Background: an optimization exercise with open tools, aiming at small area. Do not read the settings as production practice.
In this exercise RTL edits were held to simulation tests only and were not proved equivalent to the original.

==> run a: inputs <==
## reg_file
module reg_file #(
  parameter int NUM_RS    = 3,
  parameter int ZERO_REG  = 1,
  parameter int NUM_REG   = 32,
  parameter int REG_WIDTH = 32
) (
  input  logic                                        clk_i,
  input  logic                                        arst_ni,
  input  logic [$clog2(NUM_REG)-1:0]                  rd_addr_i,
  input  logic [REG_WIDTH-1:0]                        rd_data_i,
  input  logic                                        rd_en_i,
  input  logic [NUM_RS-1:0][$clog2(NUM_REG)-1:0]      rs_addr_i,
  output logic [NUM_RS-1:0][REG_WIDTH-1:0]            rs_data_o
);
Settings: LEC_CHECK=0, CAP_MARGIN=20, CORE_MARGIN=2, CORE_UTILIZATION=30, PLACE_DENSITY=0.45, SETUP_SLACK_MARGIN=0.5, SLEW_MARGIN=20, SYNTH_HIERARCHICAL=1; clock period 6.0 ns.
run.sh (not shown) runs the stock make flow with config.mk's settings and CLKGATE_MAP_FILE= SYNTH_SCRIPT=/design/flow/synth_recipe.tcl, a recipe that flattens the netlist after the stock synthesis.
==> inputs of run b, as changes to run a <==
--- a/flow/config.mk
+++ b/flow/config.mk
@@ -8,7 +8,5 @@
 export CAP_MARGIN = 20
 export CORE_MARGIN = 2
 export CORE_UTILIZATION = 30
-export PLACE_DENSITY = 0.45
-export SETUP_SLACK_MARGIN = 0.5
 export SLEW_MARGIN = 20
 export SYNTH_HIERARCHICAL = 1
==> inputs of run c, as changes to run a <==
==> flow/flow/run.sh (new file) <==
#!/bin/bash
# Standard layout with two changes: the port buffers are the smallest buffer
# (repair may still upsize them), and clock tree synthesis inserts no dummy loads
# and clusters up to 20 flip-flops under each leaf buffer.
set -euo pipefail
export BUFFER_PORTS_ARGS="-buffer_cell sky130_fd_sc_hd__buf_1"
export CTS_ARGS="-sink_clustering_enable -repair_clock_nets -dont_use_dummy_load -sink_clustering_size 20 -sink_clustering_max_diameter 100 -buf_list {sky130_fd_sc_hd__clkbuf_16}"
bash standard.sh > standard.log 2>&1
==> flow/standard.sh (new file) <==
#!/bin/bash
# synth_recipe.tcl (not shown) runs the flow's synth.tcl, then flattens the netlist and writes it again
# the make line also repeats each setting of config.mk as NAME=value (left out here)
make -C /OpenROAD-flow-scripts/flow DESIGN_CONFIG=/design/flow/config.mk WORK_HOME=/design/flow/orfs CLKGATE_MAP_FILE= SYNTH_SCRIPT=/design/flow/synth_recipe.tcl "${@:-finish}"
--- a/flow/config.mk
+++ b/flow/config.mk
@@ -9,6 +9,6 @@
 export CORE_MARGIN = 2
 export CORE_UTILIZATION = 30
 export PLACE_DENSITY = 0.45
-export SETUP_SLACK_MARGIN = 0.5
+export SETUP_SLACK_MARGIN = 0.4
 export SLEW_MARGIN = 20
 export SYNTH_HIERARCHICAL = 1
removed: flow/run.sh
==> inputs of run d, as changes to run a <==
==> flow/flow/run.sh (new file) <==
#!/bin/bash
# Standard layout with two changes: the port buffers are the smallest buffer
# (repair may still upsize them), and clock tree synthesis inserts no dummy loads.
set -euo pipefail
export BUFFER_PORTS_ARGS="-buffer_cell sky130_fd_sc_hd__buf_1"
export CTS_ARGS="-sink_clustering_enable -repair_clock_nets -dont_use_dummy_load"
bash standard.sh > standard.log 2>&1
==> flow/standard.sh (new file) <==
#!/bin/bash
# synth_recipe.tcl (not shown) runs the flow's synth.tcl, then flattens the netlist and writes it again
# the make line also repeats each setting of config.mk as NAME=value (left out here)
make -C /OpenROAD-flow-scripts/flow DESIGN_CONFIG=/design/flow/config.mk WORK_HOME=/design/flow/orfs CLKGATE_MAP_FILE= SYNTH_SCRIPT=/design/flow/synth_recipe.tcl "${@:-finish}"
--- a/flow/config.mk
+++ b/flow/config.mk
@@ -9,6 +9,6 @@
 export CORE_MARGIN = 2
 export CORE_UTILIZATION = 30
 export PLACE_DENSITY = 0.45
-export SETUP_SLACK_MARGIN = 0.5
+export SETUP_SLACK_MARGIN = 0.6
 export SLEW_MARGIN = 20
 export SYNTH_HIERARCHICAL = 1
removed: flow/run.sh
==> impl_metrics.env <==
export IMPL_leakage_nw=19.3
export IMPL_maxSlewHeadroom_pct=11.7
export IMPL_p_sw_w=0.00525
export IMPL_worst_r2r_setup_slack_ns=5.20
export IMPL_worstHoldStart="data_q[557]"
export IMPL_drive_gt1_share_pct=9.63
export IMPL_status="complete, no violations"
That was run c.
==> impl_metrics.env <==
export IMPL_status="complete, no violations"
export IMPL_maxSlewHeadroom_pct=10.5
export IMPL_drive_gt1_share_pct=10.8
export IMPL_worstHoldStart="data_q[720]"
export IMPL_leakage_nw=19.9
export IMPL_worst_r2r_setup_slack_ns=5.23
export IMPL_fmaxAchievable_mhz=180
export IMPL_p_sw_w=0.00561
That was run d.
==> impl_metrics.env <==
export IMPL_worstHoldStart="data_q[519]"
export IMPL_drive_gt1_share_pct=16.2
export IMPL_p_sw_w=0.00591
export IMPL_status="complete, no violations"
export IMPL_maxSlewHeadroom_pct=14.9
export IMPL_worst_r2r_setup_slack_ns=5.23
export IMPL_leakage_nw=22.3
That was run a.
==> impl_metrics.env <==
export IMPL_leakage_nw=21.7
export IMPL_maxSlewHeadroom_pct=17.2
export IMPL_fin_ws_ns=-0.0360
export IMPL_worstHoldStart="data_q[540]"
export IMPL_worst_r2r_setup_slack_ns=5.22
export IMPL_violatedChecks="setup timing"
export IMPL_status="finished with violations"
export IMPL_finalSetupViolCount=2
That was run b.

-- afterwards: timing with drivers on the ports --
No port has a modelled driver above. Below, the same layouts with a new extraction and two added sets of constraints. Step 1: set_driving_cell puts a clkbuf_16 on clk_i and a buf_2 on each other input, an assumption about the parent block. Step 2 adds t to the input delays and takes it off the output delays; t is the mean of the earliest and latest rising clock arrival at the registers after step 1. Input paths then give back, and output paths get back, about the clock's delay inside the block. a / b / c = no drivers / after step 1 / after step 2; a / b = the first two.
run	t, ns	slack for setup (ns)	worst slew at a driven data input, ns
run a	0.833	0.442 / 0.385 / 0.385	0.09
run b	0.818	-0.036 / -0.070 / -0.070	0.08
run c	0.791	0.326 / 0.213 / 0.213	0.16
run d	0.804	0.430 / 0.376 / 0.376	0.16
For run c, which loses most, drivers alone change the setup slack by -0.113 ns; drivers and shift together by -0.113 ns.
